Source: an optimization exercise on an open RTL-to-GDS flow (aim: small area and a short achievable clock period). Production flows keep margins and buffers that such runs may drop.
Where RTL was checked, it was by simulation tests only, not by an equivalence proof against the original.

Design mdu_hilo, start of the top module:
module mdu_hilo #(
  parameter int MULT_CYCLES = 5,
  parameter int DIV_CYCLES  = 10
) (
  input  logic        clk,
  input  logic        reset,
  input  logic [3:0]  MDU_op,
  input  logic        start,
  input  logic        Req,
  input  logic [31:0] E_V1_f,
  input  logic [31:0] E_V2_f,
  output logic        busy,
  output logic [31:0] MDU_out
);
  localparam logic [3:0] OP_MULT  = 4'd1;
  localparam logic [3:0] OP_MULTU = 4'd2;
  localparam logic [3:0] OP_DIV   = 4'd3;
  localparam logic [3:0] OP_DIVU  = 4'd4;
  localparam logic [3:0] OP_MFHI  = 4'd5;
  localparam logic [3:0] OP_MFLO  = 4'd6;
  localparam logic [3:0] OP_MTHI  = 4'd7;
  localparam logic [3:0] OP_MTLO  = 4'd8;
  logic        busy_q;           
  logic        zh_q, zl_q;       
  logic        nh_q;             
  logic        nl_q;             
  logic        lw_q;             
  logic        w_q;              
  logic [3:0]  k_q;              
  logic        mul_q;            
  logic        com_q;            
  logic        sgn_q;            
  logic        corr_q;           
  logic        bp_q;             
  logic        mc_q;             
  logic [1:0]  qt_q;             
  logic        ax_q;             
  logic [31:0] hi_q, lo_q, b_q;
  logic acc, op_mul, op_div, op_mult, op_div_s;
  assign acc      = start & ~Req & ~busy_q;
  assign op_mult  = (MDU_op == OP_MULT);
  assign op_mul   = (MDU_op == OP_MULT) | (MDU_op == OP_MULTU);
  assign op_div_s = (MDU_op == OP_DIV);
  assign op_div   = (MDU_op == OP_DIV) | (MDU_op == OP_DIVU);
  logic        a_neg, b_neg, bz, bhz, bho, dsmall, q31, q30, r1, w0, w1, w2;
  logic [1:0]  at, dlo, x2, r2;
  logic [4:1]  dk;               
  always_comb begin
    a_neg  = op_div_s & E_V1_f[31];
    b_neg  = op_div_s & E_V2_f[31];
    bz     = (E_V2_f == 32'd0);
    bhz    = ~(|E_V2_f[31:3]);
    bho    = &E_V2_f[31:3];
    for (int k = 1; k <= 4; k++)
      dk[k] = b_neg ? (bho & (E_V2_f[2:0] == 3'(8 - k))) : (bhz & (E_V2_f[2:0] == 3'(k)));
    dsmall = |dk[3:1];
  ...
Size in the first run: ~1700 cells after synthesis, about 110 I/O pins, ~14000 sq um of cells after synthesis.
==> flow/config.mk <==
export PLATFORM = sky130hd
export DESIGN_NAME = mdu_hilo
export DESIGN_NICKNAME = mdu_hilo
export VERILOG_FILES = /design/flow/design.v
export SDC_FILE = /design/flow/constraint.sdc
export NUM_CORES = 4
export LEC_CHECK = 0
export ABC_AREA = 1
export CAP_MARGIN = 30
export CORE_MARGIN = 2
export CORE_UTILIZATION = 40
export CTS_BUF_LIST = sky130_fd_sc_hd__clkbuf_4 sky130_fd_sc_hd__clkbuf_8
export SLEW_MARGIN = 30
==> flow/constraint.sdc <==
create_clock -name core_clock -period 105.0 [get_ports {clk}]
set_input_delay 21.0000 -clock core_clock [delete_from_list [all_inputs] [get_ports {clk}]]
set_output_delay 21.0000 -clock core_clock [all_outputs]
set_load 0.01 [all_outputs]
standard.sh (not shown) runs the stock make flow with config.mk's settings and CLKGATE_MAP_FILE= SYNTH_SCRIPT=/design/flow/synth_recipe.tcl, a recipe that flattens the netlist after the stock synthesis.
==> flow/flow/run.sh <==
#!/bin/bash
# The standard layout (standard.sh) with two changes:
#  * synthesis maps with a plain area-recovery ABC script (strash, dch, amap)
#    (flow/abc_amap.script); everything else in synthesis is synth_recipe.tcl as is,
#    so the registers, their names and cell types are the standard synthesis's;
#  * the port buffers that global placement inserts on every input and output are buf_2
#    cells rather than the delay-buffer cell buffer_ports picks by default.
set -euo pipefail
cd "$(dirname "$0")/.."
work=$(pwd)
{
  head -n 1 synth_recipe.tcl
  echo "proc abc {args} {"
  echo "  set i [lsearch -exact \$args -script]"
  echo "  if {\$i >= 0} { lset args [expr {\$i + 1}] {$work/flow/abc_amap.script} }"
  echo "  yosys abc {*}\$args"
  echo "}"
  tail -n +2 synth_recipe.tcl
} > own_synth.tcl
export BUFFER_PORTS_ARGS="-buffer_cell sky130_fd_sc_hd__buf_2"
bash standard.sh SYNTH_SCRIPT="$work/own_synth.tcl" finish > standard_flow.log 2>&1
==> flow/flow/abc_amap.script <==
strash
dch
amap
topo
stime -c
The first run finished clean.
Next try:
--- a/flow/config.mk
+++ b/flow/config.mk
@@ -10,4 +10,5 @@
 export CORE_MARGIN = 2
-export CORE_UTILIZATION = 40
-export CTS_BUF_LIST = sky130_fd_sc_hd__clkbuf_4 sky130_fd_sc_hd__clkbuf_8
+export CORE_UTILIZATION = 50
+export CTS_BUF_LIST = sky130_fd_sc_hd__clkbuf_8
+export CTS_CLUSTER_SIZE = 40
 export SLEW_MARGIN = 30
Effect: Via count is higher by 0.41%. Routed wire length went down by 1.1%. Flip-flop and latch count is unchanged. Critical path depth stays the same. Maximum frequency climbs by about 0.66%. Worst hold slack hardly moves. Setup slack is better by 0.29 ns.
Next try:
--- a/flow/config.mk
+++ b/flow/config.mk
@@ -10,3 +10,3 @@
 export CORE_MARGIN = 2
-export CORE_UTILIZATION = 50
+export CORE_UTILIZATION = 40
 export CTS_BUF_LIST = sky130_fd_sc_hd__clkbuf_8
The changed run ran to the end with no violations.
Design area rises by about 0.7%.
Wire length went up by 0.90%.
Maximum frequency falls by 0.65%.
Hold slack is about the same.
First-iteration DRC count is lower by about 23%.
Synthesized area does not change.
Worst setup slack gets worse by 0.28 ns.
Die area increases by about 24%.
Next try:
--- a/flow/config.mk
+++ b/flow/config.mk
@@ -8,3 +8,3 @@
 export ABC_AREA = 1
-export CAP_MARGIN = 30
+export CAP_MARGIN = 60
 export CORE_MARGIN = 2
@@ -13,2 +13,2 @@
 export CTS_CLUSTER_SIZE = 40
-export SLEW_MARGIN = 30
+export SLEW_MARGIN = 60
Synthesized cell count stays the same.
Global-route usage hardly moves.


Another version of the RTL of mdu_hilo (not shown whole).
For scale: about 110 flip-flops, ~110 I/O pins, roughly 14000 sq um of cells after synthesis.
Settings: LEC_CHECK=0, ABC_AREA=1, CAP_MARGIN=30, CORE_MARGIN=2, CORE_UTILIZATION=40, CTS_BUF_LIST=sky130_fd_sc_hd__clkbuf_8, CTS_CLUSTER_SIZE=40, SLEW_MARGIN=30; clock period 105.0 ns.
Scripts as last shown in full above: flow/flow/run.sh, flow/flow/abc_amap.script
The starting point ran to the end with no violations.
Then changed:
--- a/flow/config.mk
+++ b/flow/config.mk
@@ -10,5 +10,3 @@
 export CORE_MARGIN = 2
 export CORE_UTILIZATION = 40
-export CTS_BUF_LIST = sky130_fd_sc_hd__clkbuf_8
-export CTS_CLUSTER_SIZE = 40
 export SLEW_MARGIN = 30
Routed wire length came out higher slightly.
Sequential cell count does not change.
Via count came out higher slightly.
Global-route usage came out higher by 0.15 points.
Worst setup slack gets better by 9.6 ps.
Fmax hardly moves.
First-iteration DRC count came out higher by a few percent.
Utilization came out higher by 0.56 points.
Then changed:
==> flow/run.sh (new file) <==
#!/bin/bash
# synth_recipe.tcl (not shown) runs the flow's synth.tcl, then flattens the netlist and writes it again
# the make line also repeats each setting of config.mk as NAME=value (left out here)
make -C /OpenROAD-flow-scripts/flow DESIGN_CONFIG=/design/flow/config.mk WORK_HOME=/design/flow/orfs CLKGATE_MAP_FILE= SYNTH_SCRIPT=/design/flow/synth_recipe.tcl finish
removed: flow/flow/run.sh
removed: flow/flow/abc_amap.script
removed: flow/standard.sh
=> The changed run produced a clean layout; global-route usage goes down by 2.3 points; setup slack got worse by 470 ps; critical path depth climbs by 1.


mdu_hilo, a different RTL version from the one above (not shown whole).
Size: about 1900 cells after synthesis, ~110 I/O pins, about 14000 sq um of cells after synthesis.
Design mdu_hilo, start of the top module:
module mdu_hilo #(
  parameter int MULT_CYCLES = 5,
  parameter int DIV_CYCLES  = 10
) (
  input  logic        clk,
  input  logic        reset,
  input  logic [3:0]  MDU_op,
  input  logic        start,
  input  logic        Req,
  input  logic [31:0] E_V1_f,
  input  logic [31:0] E_V2_f,
  output logic        busy,
  output logic [31:0] MDU_out
);
  localparam logic [3:0] OP_MULT  = 4'd1;
  localparam logic [3:0] OP_MULTU = 4'd2;
  localparam logic [3:0] OP_DIV   = 4'd3;
  localparam logic [3:0] OP_DIVU  = 4'd4;
  localparam logic [3:0] OP_MFHI  = 4'd5;
  localparam logic [3:0] OP_MFLO  = 4'd6;
  localparam logic [3:0] OP_MTHI  = 4'd7;
  localparam logic [3:0] OP_MTLO  = 4'd8;
  logic        busy_q;           
  logic        zh_q, zl_q;       
  logic        nh_q, nl_q;       
  logic [3:0]  k_q;              
  logic        mul_q;            
  logic        com_q;            
  logic        sgn_q;            
  logic        corr_q;           
  logic        bp_q;             
  logic        mc_q;             
  logic [1:0]  qt_q;             
  logic        ax_q;             
  logic [31:0] hi_q, lo_q, b_q;
  function automatic logic [31:0] cneg(input logic [31:0] v, input logic n);
    logic c;
    c = 1'b0;
    for (int i = 0; i < 32; i++) begin
      cneg[i] = v[i] ^ c;
      c       = c | (n & v[i]);
    end
  endfunction
  function automatic logic [34:0] bsel(input logic [34:0] yx, input logic one,
                                       input logic two, input logic neg);
    for (int i = 0; i < 35; i++)
      bsel[i] = ((one & yx[i]) | (two & ((i > 0) ? yx[(i > 0) ? i-1 : 0] : 1'b0))) ^ neg;
  endfunction
  logic acc, op_mul, op_div, op_mult, op_div_s;
  assign acc      = start & ~Req & ~busy_q;
  assign op_mult  = (MDU_op == OP_MULT);
  assign op_mul   = (MDU_op == OP_MULT) | (MDU_op == OP_MULTU);
  assign op_div_s = (MDU_op == OP_DIV);
  assign op_div   = (MDU_op == OP_DIV) | (MDU_op == OP_DIVU);
  logic        a_neg, b_neg, bz, dsmall, q31, q30, r1;
  logic [1:0]  dlo, x2, r2;
  logic [31:0] a_abs;
  always_comb begin
    a_neg  = op_div_s & E_V1_f[31];
  ...
export LEC_CHECK = 0
export ABC_AREA = 1
export CAP_MARGIN = 30
export CORE_MARGIN = 2
export CORE_UTILIZATION = 40
export SLEW_MARGIN = 30
create_clock -name core_clock -period 105.0 [get_ports {clk}]
==> flow/flow/run.sh <==
#!/bin/bash
# The standard layout (standard.sh) with two changes:
#  * synthesis maps with a plain area-recovery ABC script (strash, dch, amap)
#    (flow/abc_amap.script); everything else in synthesis is synth_recipe.tcl as is,
#    so the registers, their names and cell types are the standard synthesis's;
#  * the port buffers that global placement inserts on every input and output are buf_2
#    cells rather than the delay-buffer cell buffer_ports picks by default.
set -euo pipefail
cd "$(dirname "$0")/.."
work=$(pwd)
{
  head -n 1 synth_recipe.tcl
  echo "proc abc {args} {"
  echo "  set i [lsearch -exact \$args -script]"
  echo "  if {\$i >= 0} { lset args [expr {\$i + 1}] {$work/flow/abc_amap.script} }"
  echo "  yosys abc {*}\$args"
  echo "}"
  tail -n +2 synth_recipe.tcl
} > own_synth.tcl
export BUFFER_PORTS_ARGS="-buffer_cell sky130_fd_sc_hd__buf_2"
bash standard.sh SYNTH_SCRIPT="$work/own_synth.tcl" finish > standard_flow.log 2>&1
==> flow/flow/abc_amap.script <==
strash
dch
amap
topo
stime -c
Change:
==> flow/flow/run.sh (replaced) <==
#!/bin/bash
# The standard layout (standard.sh, unchanged synthesis and steps), except that the
# port buffers that global placement inserts on every input and output are buf_2 cells
# rather than the delay-buffer cell buffer_ports picks by default.
set -euo pipefail
cd "$(dirname "$0")/.."
export BUFFER_PORTS_ARGS="-buffer_cell sky130_fd_sc_hd__buf_2"
bash standard.sh > standard_flow.log 2>&1
removed: flow/flow/abc_amap.script
Outcome:
- The changed run completed without violations
- register-to-register slack improves by 1.6 ns
- synthesized area increases by 14%
- fmax increases by 1.9%
- worst setup slack improves by 0.83 ns
- via count increases by 3.5%
- wire length increases by about 5%
- final area increases by 8.9%
Function was not checked in any run of this note: the RTL went through the layout flow alone.

re-timing with driven ports:
The results above use ideal ports. As a check the final layouts listed here were re-extracted and re-timed, cells and wires unchanged.
Step 1 (the two cells are an assumption about what drives the block):
set clk [get_ports {clk}]
set_driving_cell -lib_cell sky130_fd_sc_hd__clkbuf_16 $clk
set_driving_cell -lib_cell sky130_fd_sc_hd__buf_2 [delete_from_list [all_inputs] $clk]
Step 2 times the ports against the registers' clock, not the clock port: input delays grow and output delays shrink by t, the midpoint of the rising clock arrivals with the driver on.
a / b / c = ideal / step 1 / step 2; a / b = the first two.
run	t, ns	setup slack, ns	slew at the worst register clock pin (ns)	worst slew at a driven data input, ns
the first run of note 1	0.532	61.489 / 61.469 / 61.469	0.09 / 0.09	0.05
the second run of note 1	0.552	61.774 / 61.751 / 61.751	0.09 / 0.09	0.03
the third run of note 1	0.533	61.493 / 61.473 / 61.473	0.09 / 0.09	0.05
the fourth run of note 1	0.530	61.518 / 61.497 / 61.497	0.09 / 0.09	0.06
the first run of note 2	0.512	61.024 / 61.003 / 61.003	0.09 / 0.09	0.07
the second run of note 2	0.486	61.033 / 61.013 / 61.013	0.06 / 0.06	0.07
the third run of note 2	0.486	60.565 / 60.541 / 60.541	0.06 / 0.06	0.07
the first run of note 3	0.496	60.261 / 60.261 / 60.261	0.07 / 0.07	0.04
the second run of note 3	0.479	61.086 / 61.066 / 61.066	0.07 / 0.07	0.04
After both steps every run listed still meets setup and hold. The setup slack of the third run of note 2, which loses most, moves by -0.024 ns with the drivers and by -0.024 ns with both steps.
